This is an optimization exercise on Yosys and OpenROAD, whose aim is small area, a short achievable clock period and few clock cycles per item, not a production implementation. Function was not checked in any run shown here: the RTL went through the layout flow alone. Power and IR drop assume default switching activity.

===== flow/design.v =====
`default_nettype none
package ica_pkg;
    localparam int DIM          = 4;
    localparam int SAMPLE_WIDTH = 16;
    localparam int NORM_WIDTH   = 18;
    localparam logic [NORM_WIDTH-1:0] THRESHOLD = NORM_WIDTH'(32);
    localparam logic [2:0] IDLE   = 3'd0;
    localparam logic [2:0] LOAD   = 3'd1;
    localparam logic [2:0] DIFF   = 3'd2;
    localparam logic [2:0] NORM   = 3'd3;
    localparam logic [2:0] REPORT = 3'd4;
endpackage
`default_nettype wire
`default_nettype none
package cordic_pkg;
    localparam int CORDIC_WIDTH  = 22;
    localparam int CORDIC_STAGES = 16;
    localparam int GUARD_BITS    = 2;
    localparam int GAIN_WIDTH = 16;
    localparam logic [GAIN_WIDTH-1:0] GAIN_INV = 16'd39797;
endpackage
`default_nettype wire
`timescale 1ns/1ps
`default_nettype none
module ica_conv_top (
    input  logic        clk,
    input  logic        nreset,
    input  logic        start,
    input  logic [15:0] sample_in,
    input  logic        sample_valid,
    output logic        sample_ready,
    output logic        done,
    output logic [17:0] diff_norm,
    output logic        converged
);
    localparam logic [2:0] P_IDLE = 3'd0;   
    localparam logic [2:0] P_S1   = 3'd1;   
    localparam logic [2:0] P_ROT  = 3'd2;   
    localparam logic [2:0] P_LA   = 3'd3;   
    localparam logic [2:0] P_LB   = 3'd4;   
    localparam logic [2:0] P_M1   = 3'd5;   
    localparam logic [2:0] P_M2   = 3'd6;   
    logic [2:0]  phase, phase_n;
    logic [3:0]  s, s_n;           
    logic [1:0]  stp, stp_n;       
    logic        want_q, want_n;   
    logic        done_q, done_n;
    logic        pval, pval_n;     
    logic [15:0] p0, p1, p2, p3;   
    logic [19:0] x;                
    logic signed [19:0] y;
    logic        lo_h;             
    logic        take;
    assign sample_ready = start && want_q;
    assign take         = sample_ready && sample_valid;
    logic [15:0] pref;
    logic signed [16:0] d;
    logic signed [19:0] d4;
    assign pref = pval ? p0 : 16'd0;
    assign d    = {sample_in[15], sample_in} - {pref[15], pref};
    assign d4   = {d[16], d, 2'b0};
    logic        neg;
    logic [19:0] xs;
    logic signed [19:0] ys;
    logic [20:0] x_sum, y_sum;
    logic [19:0] x_rot;
    logic signed [19:0] y_rot;
    assign neg   = y[19];
    assign xs    = x >> s;
    assign ys    = y >>> s;
    assign x_sum = {x, 1'b1} + {ys ^ {20{neg}}, neg};
    assign y_sum = {y, 1'b1} + {xs ^ {20{!neg}}, !neg};
    assign x_rot = x_sum[20:1];
    assign y_rot = y_sum[20:1];
    logic [19:0] x_p1, x_p2, x_p3;
    assign x_p1 = x + 20'd1;
    assign x_p2 = x + 20'd2;
    assign x_p3 = x + 20'd3;
    logic        la_e0, la_e1, la_c;
    logic signed [11:0] la_y0, la_y1, la_y2;
    logic [12:0] la_s0, la_s1;
    logic [19:0] la_x;
    assign la_y0 = y[11:0];
    assign la_e0 = y[19];
    assign la_s0 = {la_y0, 1'b1} + {12'(x >> 11) ^ {12{!la_e0}}, !la_e0};
    assign la_y1 = la_s0[12:1];
    assign la_e1 = la_y1[11];
    assign la_c  = la_e0 && (&x[11:0]);
    assign la_s1 = {la_y1, 1'b1} + {12'(x >> 12) ^ {12{!la_e1}}, la_e1 ? la_c : !la_c};
    assign la_y2 = la_s1[12:1];
    assign la_x  = (la_e0 && la_e1) ? x_p2 : (la_e0 || la_e1) ? x_p1 : x;
    logic        lb_e0, lb_e1, lb_e2, lb_c;
    logic signed [9:0] lb_y0, lb_y1, lb_y2;
    logic [10:0] lb_s0, lb_s1;
    logic [19:0] lb_x;
    assign lb_y0 = y[9:0];
    assign lb_e0 = y[19];
    assign lb_s0 = {lb_y0, 1'b1} + {10'(x >> 13) ^ {10{!lb_e0}}, !lb_e0};
    assign lb_y1 = lb_s0[10:1];
    assign lb_e1 = lb_y1[9];
    assign lb_c  = lb_e0 && (&x[13:0]);
    assign lb_s1 = {lb_y1, 1'b1} + {10'(x >> 14) ^ {10{!lb_e1}}, lb_e1 ? lb_c : !lb_c};
    assign lb_y2 = lb_s1[10:1];
    assign lb_e2 = lb_y2[9];
    always_comb begin
        case ({lb_e0, lb_e1, lb_e2})
            3'b000:                      lb_x = x;
            3'b001, 3'b010, 3'b100:      lb_x = x_p1;
            3'b011, 3'b101, 3'b110:      lb_x = x_p2;
            default:                     lb_x = x_p3;
        endcase
    end
    logic signed [28:0] m1_sum;
    logic signed [20:0] lo;
    assign m1_sum = signed'({9'b0, x}) + signed'({7'b0, x, 2'b0})
                  - signed'({5'b0, x, 4'b0}) - signed'({2'b0, x, 7'b0});
    assign lo = m1_sum[27:7];
    logic signed [30:0] m2_sum;
    logic [17:0] run_new;
    assign m2_sum = signed'({{10{lo_h}}, lo_h, y})
                  + signed'({3'b0, x, 8'b0})
                  + signed'({5'b0, x, 6'b0})
                  - signed'({8'b0, x, 3'b0})
                  + 31'sd1024;
    assign run_new = m2_sum[28:11];
    always_ff @(posedge clk) begin
        if (take) begin
            p0 <= p1; p1 <= p2; p2 <= p3; p3 <= sample_in;
        end
    end
    always_ff @(posedge clk) begin
        case (phase)
            P_IDLE: if (take) begin
                x <= '0;
                y <= d4;
            end
            P_S1: if (take) begin
                x <= x_rot;                  
                y <= d4;
            end
            P_ROT: begin
                x <= x_rot;
                y <= y_rot;
            end
            P_LA: begin
                x <= la_x;
                y <= 20'(la_y2);
            end
            P_LB: x <= lb_x;
            P_M1: begin
                y    <= lo[19:0];
                lo_h <= lo[20];
            end
            P_M2: if (take || stp == 2'd3) begin
                x <= {run_new, 2'b0};
                y <= d4;
            end
            default: ;
        endcase
    end
    always_comb begin
        phase_n = phase;
        s_n     = s;
        stp_n   = stp;
        done_n  = done_q;
        pval_n  = pval;
        case (phase)
            P_IDLE: begin
                if (!start) done_n = 1'b0;
                if (take) phase_n = P_S1;
            end
            P_S1: if (take) begin
                phase_n = P_ROT;
                stp_n   = 2'd1;
            end
            P_ROT: begin
                s_n = s + 4'd1;
                if (s == 4'd10) begin
                    phase_n = P_LA;
                    s_n     = '0;
                end
            end
            P_LA: phase_n = P_LB;
            P_LB: phase_n = P_M1;
            P_M1: phase_n = P_M2;
            P_M2: begin
                if (stp == 2'd3) begin
                    phase_n = P_IDLE;
                    done_n  = 1'b1;
                    pval_n  = 1'b1;
                end else if (take) begin
                    phase_n = P_ROT;
                    stp_n   = stp + 2'd1;
                end
            end
            default: phase_n = P_IDLE;
        endcase
        want_n = (phase_n == P_IDLE && !done_n) || phase_n == P_S1 ||
                 (phase_n == P_M2 && stp_n != 2'd3);
    end
    always_ff @(posedge clk) begin
        if (!nreset) begin
            phase  <= P_IDLE;
            s      <= '0;
            stp    <= '0;
            want_q <= 1'b0;
            done_q <= 1'b0;
            pval   <= 1'b0;
        end else begin
            phase  <= phase_n;
            s      <= s_n;
            stp    <= stp_n;
            want_q <= want_n;
            done_q <= done_n;
            pval   <= pval_n;
        end
    end
    assign done      = done_q && start;
    assign diff_norm = x[19:2];
    assign converged = (x[19:2] <= 18'd32);
endmodule
`default_nettype wire

===== flow/run.sh =====
#!/bin/bash
# synth_recipe.tcl (not shown) runs the flow's synth.tcl, then flattens the netlist and writes it again
# the make line also repeats each setting of config.mk as NAME=value (left out here)
make -C /OpenROAD-flow-scripts/flow DESIGN_CONFIG=/design/flow/config.mk WORK_HOME=/design/flow/orfs CLKGATE_MAP_FILE= SYNTH_SCRIPT=/design/flow/synth_recipe.tcl finish

===== flow/config.mk =====
export PLATFORM = sky130hd
export DESIGN_NAME = ica_conv_top
export DESIGN_NICKNAME = ica_conv_top
export VERILOG_FILES = /design/flow/design.v
export SDC_FILE = /design/flow/constraint.sdc
export NUM_CORES = 4
export LEC_CHECK = 0
export CAP_MARGIN = 20
export CORE_MARGIN = 2
export CORE_UTILIZATION = 60
export PLACE_DENSITY = 0.7
export SETUP_SLACK_MARGIN = 5
export SLEW_MARGIN = 20

===== flow/constraint.sdc =====
create_clock -name core_clock -period 9.0 [get_ports {clk}]
set_input_delay 1.8000 -clock core_clock [delete_from_list [all_inputs] [get_ports {clk}]]
set_output_delay 1.8000 -clock core_clock [all_outputs]
set_load 0.01 [all_outputs]

==> out/metrics.yaml, run 1 <==
clocking:
  cts_buffers: 17
  clockBufferDepth: 2
  cts_root_buffer: "clkbuf_16"
  ctsHtreeMaxLevel: 4
  path_clk_slew_ns: 0.07
  cts.sinks: 117
  cts_tree: "done"
  clkLatencyLatePin_ns: 0.44
finish:
  final_cell_area_um2: 22500
  fillCellCount: 1937
  nets: 2569
  area_growth_pct: 27.3
  drive_gt1_share_pct: 22.5
floorplan:
  coreArea_um2: 28900
  start_util_pct: 61.2
  dieWidth_um: 176
  die_h_um: 176
  rows: 62
  die_area_um2: 30800
  io_pins: 41
routing:
  dr_total_vias: 18800
  drtAntennaViolNets: 0
  drt-met1-wl_mm: 25.7
  avgViaCountPerCell: 7.00
  firstDrtPassIters: 6
  wl_met3_mm: 8.74
  drcViolationCount: 0
  drtIter0Drc: 2476
  wl_per_cell_um: 26.5
  wl_met2_mm: 30.3
  drt-total-wl_mm: 71.2
  top_layer_used: "met4"
timing:
  setup_viol: 0
  fin_skew_ns: 0.0119
  worst_slew_pin_slew_ns: 1.15
  relSlewSlack_pct: 22.9
  drv_slew: 0
  fin_setup_tns_ns: 0
  finalCritPeriodShare_pct: 61.4
  fmax_ghz: 0.181
  rsz0062_at_grt: "yes"
  min_period_ns: 5.52
  hold_violations: 0
grt:
  grt_pass1_wl_mm: 102
  grt_usage_pct: 43.5
  grt_pass1_vias: 17700
  antenna_found_initial: 1
  grt_start_max_net_pins: 73
  grt_overflow: 0
power:
  power.switching_mw: 1.39
  power.internal_mw: 1.83
  swShare_pct: 43.1
  combPwrFrac_pct: 59.6
  p_seq_share_pct: 19.6
  ir_worst_vdd_mv: 0.158
  powerDensity_nw_per_um2: 143
  power_leakage_nw: 9.29
  p_clk_share_pct: 20.8
  p_total_mw: 3.22
logic_synthesis:
  ys.flop_type: "edfxtp_1"
  syn-num-nets: 2382
  syn-instance-count: 2099
  syn_area_um2: 17700
  avgSynthCellArea_um2: 8.41
  synth_seq_cells: 117
  synth_cell_type_count: 88
  synthArstFlopShare_pct: 0
  synth_sequential_area_ratio_pct: 19.2
  synth_edf_count: 105
  synth_largest_area_cell: "edfxtp_1"
  yosys_warnings: 1
  yosysTopAreaCellShare_pct: 17.9
  yosys-top-cells-area: "edfxtp_1 18%, ha_1 15%, xnor2_1 7.8%"
setup_path:
  setup.worst_path.class: "reg2reg"
  crit_slowest_cell: "fa_1"
  cp_max_fo: 4
  r2r_end: "y[16]"
  slowest_delay_ns: 0.60
  reg2reg_depth: 23
  cp-end-kind: "register"
  path_buf_inv: 4
  r2r_slack_ns: 3.48
  rr_startpoint: "x[5]"
  cp_top_family: "compound AO/OA/AOI/OAI gates"
  cp.arrival_ns: 5.66
  required_ns: 9.13
  cp_cell_sequence: "clkinvlp_4 > fa_1 > inv_2 > ha_4 > o211ai_1 > a211oi_2 > o21a_2 > a311oi_4 > o21a_2 > o21bai_1 > a21oi_2 > xnor2_1 > ha_1 > and3_4 > o211ai_1 > buf_4 > a21oi_4 > o2111ai_4 > buf_6 > nand4_1 > nand2_2 > a221oi_2 > a21oi_1"
  start_kind: "register"
placed_design:
  place_congestion: 0.992
  place_area_um2: 18600
  dp_hpwl_mm: 45.1
  portBuffers: 40
min_path:
  hp-start: "p1[14]"
  hold_class: "reg2reg"
  min_delay_path_depth: 0
  min_to: "p0[14]"
outcome:
  outcome: "finished clean"
job:
  drv_cap: 0
[worst max path at each step]
| stage | start | endpoint | cells past startpoint |
|---|---|---|---|
| after floorplan | y[19] | x[16] | 26 |
| after global placement | x[16] | x[15] | 20 |
| after detailed placement | x[16] | x[15] | 20 |
| after CTS | x[5] | y[19] | 21 |
| after global routing | x[0] | y[15] | 24 |
| final | x[5] | y[16] | 23 |
[cell families (layout without fill, tap and decap cells)]
logic type	count (synthesis)	after routing	synth area share, %
compound gates	606	609	22.5
xor+xnor	206	206	10.3
fa+ha+maj	264	264	21.0
buf+inv	253	450	5.54
flops	117	117	19.2
mux	89	89	6.02
other cells	0	1	0
simple gates	564	564	15.4
[Yosys cell counts, types with 9 or more instances]
library cell	number
ha_1	208
a21oi_1	180
nor2_1	162
xnor2_1	158
inv_1	157
nand2_1	142
o21ai_0	110
edfxtp_1	105
mux2i_1	72
clkbuf_1	59
fa_1	55
nand3_1	48
xor2_1	47
a21o_1	46
nor3_1	41
nor2b_1	30
a211oi_1	28
nand2b_1	27
o21a_1	26
a31oi_1	22
o211ai_1	22
and2_1	18
and3_1	17
buf_1	17
o31ai_1	17
o22ai_1	16
nand4_1	15
a22oi_1	14
nor4_1	14
mux4_2	13
or3_1	13
a221oi_1	12
dfxtp_1	12
o21bai_1	12
o221ai_1	12
a211o_1	10
a21boi_0	10
buf_2	9
or2_2	9
[final cells by class]
type	instances	area, um2	share of cell area, %
inverter	164	683	3.04
clock inverter	13	97.6	0.434
clock buffer	19	454	2.02
timing repair buffer	254	2470	11.0
tap	384	480	2.14
antenna	1	2.50	0.0111
multi-input combinational	1732	14900	66.2
sequential	117	3400	15.1
[state kept, by name, indices dropped and copies added, names as in the netlist, 2 cells and up]
register	flops
p0	16
p1	16
p2	16
p3	16
phase	3
s	4
stp	2
x	20
y	20
[metal layers]
metal	vias up	GRT usage, %
met2	1447	66.5
met5	-	0
met4	0	32.1
met3	479	10.7
li1	8065	-
met1	8804	53.3
[worst reg2reg max path: cells and delay by family (launching register included)]
family,cells,cell delay [ns]
and+or+nand+nor,3,0.46
AOI/OAI and AO/OA,12,2.21
DFF,1,0.46
buffers and inverters,4,0.64
adders and majority gates,3,1.32
xor gates and xnor gates,1,0.14
[power by group through the flow]
stage	combinational, mW	sequential (mW)	clock [mW]
final	1.92	0.631	0.668
after global routing	2.03	0.631	0.689
after CTS	1.62	0.628	0.666
after detailed placement	1.31	0.642	0
after global placement	1.29	0.642	0
after floorplan	0.991	0.637	0
[cells in the final DEF (no fill, tap or decap), types with 46 or more instances in the layout]
master / count
xor2_1: 47
o21ai_0: 71
mux2i_1: 70
xnor2_1: 137
buf_4: 151
ha_1: 182
fa_1: 54
edfxtp_1: 105
a21o_1: 46
inv_1: 137
a21oi_1: 146
nand2_1: 135
nor2_1: 156
[timing repair]
item	in CTS	in global routing
setup endpoints to repair	84	82
hold buffers	0	0
pin swaps	85	138
buffers inserted	117	57
cloned	6	1
resized for setup	237	148
[stage by stage]
step	hold WS (ns)	util, %	cells	setup slack [ns]
finish	0.416	77.9	2684	3.48
floorplan	0.400	-	2099	3.57
CTS	0.415	74.0	2625	3.69
global placement	0.403	64.6	2470	2.03
global route	0.422	77.9	2683	3.38
detailed placement	0.406	64.6	2470	1.90
==> run 2: changes to the inputs <==
--- a/flow/config.mk
+++ b/flow/config.mk
@@ -9,5 +9,4 @@
 export CORE_MARGIN = 2
 export CORE_UTILIZATION = 60
 export PLACE_DENSITY = 0.7
-export SETUP_SLACK_MARGIN = 5
 export SLEW_MARGIN = 20
==> out/metrics.yaml, run 2 <==
clocking:
  postCtsSetupRepairBufs: 0
  clockBufferDepth: 2
  post_cts_resized: 0
  cts_tree: "done"
  cts_hold_buffers: 0
  clkLatencyLatePin_ns: 0.44
  cts.sinks: 117
  cts_buffers: 17
  ctsHtreeMaxLevel: 4
  cts_root_buffer: "clkbuf_16"
  path_clk_slew_ns: 0.07
grt:
  grt_pass1_wl_mm: 95.3
  grt_pass1_vias: 16600
  grt_start_max_net_pins: 71
  antenna_found_initial: 0
  grt_overflow: 0
  grt_usage_pct: 40.5
placed_design:
  dp_hpwl_mm: 46.5
  place_congestion: 1.06
  place_inst: 2478
  dp_slack_ns: 2.64
  place_area_um2: 18500
  portBuffers: 40
timing:
  setup_viol: 0
  rsz0062_at_grt: "no"
  finalCritPeriodShare_pct: 72.4
  min_period_ns: 6.52
  setup_ws_ns: 2.48
  hold_violations: 0
  worst_slew_pin_slew_ns: 1.14
  relSlewSlack_pct: 24.1
  fmax_ghz: 0.153
  fin_skew_ns: 0.0147
  fin_setup_tns_ns: 0
  drv_slew: 0
  whs_ns: 0.416
power:
  power_leakage_nw: 8.06
  p_total_mw: 2.71
  powerDensity_nw_per_um2: 142
  ir_worst_vdd_mv: 0.112
min_path:
  hold_class: "reg2reg"
  min_delay_path_depth: 0
finish:
  area_growth_pct: 8.21
  final_cell_mix: "208 x ha_1, 180 x a21oi_1, 162 x nor2_1"
  drive_gt1_share_pct: 6.02
  stdcell_count: 2510
  largestRegisters: "x x20, y x20"
  antenna_cells: 0
  fillCellCount: 2442
  final_cell_area_um2: 19100
  final_common_cell: "ha_1"
  post-route-util_pct: 66.2
  nets: 2396
logic_synthesis:
  synth_largest_area_cell: "edfxtp_1"
  synth_edf_count: 105
  avgSynthCellArea_um2: 8.41
  syn_area_um2: 17700
  yosys-top-cells-area: "edfxtp_1 18%, ha_1 15%, xnor2_1 7.8%"
  ys.flop_type: "edfxtp_1"
  synth.most_common_cell: "ha_1"
  syn-num-nets: 2382
  synthXorXnorAreaFrac_pct: 10.3
  yosys_warnings: 1
  synth_sequential_area_ratio_pct: 19.2
  synth_cell_type_count: 88
  ys_top_cells_by_count: "208 x ha_1, 180 x a21oi_1, 162 x nor2_1"
  synth_top_family_by_area: "compound AO/OA/AOI/OAI gates"
  syn-instance-count: 2099
  yosys.area_share.simple_pct: 15.4
  synth_compound_area_share_pct: 22.5
  synthArstFlopShare_pct: 0
  synth_seq_cells: 117
  yosysTopAreaCellShare_pct: 17.9
  synth_adder_area_share_pct: 21.0
  synthMuxAreaShare_pct: 6.02
floorplan:
  rows: 62
  die_area_um2: 30800
  coreArea_um2: 28900
  io_pins: 41
  die_h_um: 176
  start_util_pct: 61.2
  dieWidth_um: 176
setup_path:
  cp_max_fo: 17
  cp-end-kind: "register"
  start_kind: "register"
  reg2reg_depth: 19
  cp.arrival_ns: 6.70
  required_ns: 9.18
  setup.worst_path.class: "reg2reg"
routing:
  drtIter0Drc: 2047
  dr_total_vias: 17100
  drt-total-wl_mm: 62.1
  wl_per_cell_um: 24.8
  drcViolationCount: 0
  firstDrtPassIters: 6
  avgViaCountPerCell: 6.80
  drtAntennaViolNets: 0
outcome:
  outcome: "finished clean"
job:
  drv_cap: 0
run 2: cell counts after synthesis:
No cell type changed its count.
run 2: cell type report:
class | count | area [um2] | share of cell area [%]
well taps | 384 | 480 | 2.51
repair buffers | 84 | 731 | 3.82
inverters | 164 | 618 | 3.23
flip-flops and latches | 117 | 3400 | 17.8
multi-input cells | 1729 | 13300 | 69.6
clock buffers | 18 | 450 | 2.36
clock inverters | 14 | 134 | 0.701
run 2: cell families after synthesis:
logic type | Yosys count
AND/OR/NAND/NOR | 564
flip-flops | 117
adder cells (fa/ha/maj) | 264
multiplexers | 89
XOR/XNOR | 206
buffers and inverters | 253
AO/OA/AOI/OAI | 606
run 2: report_power, final:
group | leakage, nW | internal [mW] | switching [mW]
Clock | 0.284 | 0.403 | 0.314
Sequential | 1.07 | 0.611 | 0.0208
Combinational | 6.70 | 0.536 | 0.827
Total | 8.06 | 1.55 | 1.16
run 2: metal layers:
metal	track usage, %	wire (um)	share of wire (%)	vias up
met5	0	0	0	-
li1	-	-	-	7694
met2	62.6	26700	43	1015
met1	51.4	24100	39	8067
met4	27.5	5090	8.2	0
met3	8.14	6250	10	285
run 2: final timing paths:
path / startpoint / slack, ns / end
worst min-delay path: p1[14] / 0.42 / p0[14]
worst max register to register: x[9] / 2.48 / y[19]
worst max-delay path: x[9] / 2.48 / y[19]
worst min register to register: p1[14] / 0.42 / p0[14]
run 2: worst max-delay path, cell delays in order, from the launching register on:
cell and delay [ns]:
edfxtp_1 0.83, inv_1 0.40, fa_1 0.59, inv_1 0.04, ha_1 0.36, a21o_1 0.20
a21o_1 0.16, a21oi_1 0.13, nor2b_1 0.06, a311oi_1 0.46, xnor2_1 0.19, ha_1 0.30
a2111o_1 0.45, o311ai_0 0.57, a21oi_1 0.26, o41ai_1 0.38, o21ai_0 0.19, xnor2_1 0.17
nor2_1 0.05, or4_1 0.48

## static timing again, ports no longer ideal
The flow's constraints put no driver on any port. The routed layouts listed below were extracted and timed again, unchanged, in two steps.
Step 1, drivers: a clkbuf_16 drives clk and a buf_2 each remaining input, both assumed.
Step 2 times the ports against the registers' clock, not the clock port: input delays grow and output delays shrink by t, the midpoint of the rising clock arrivals with the driver on.
a / b / c = no drivers / after step 1 / after step 2; a / b = the first two.
| run | t, ns | setup slack, ns | worst setup path at the end | cell pins on the clock port's net |
|---|---|---|---|---|
| run 1 | 0.484 | 3.476 / 3.476 / 3.476 | register to register | 1 |
| run 2 | 0.491 | 2.482 / 2.482 / 2.482 | register to register | 1 |
After both steps setup and hold are still met in every run listed.
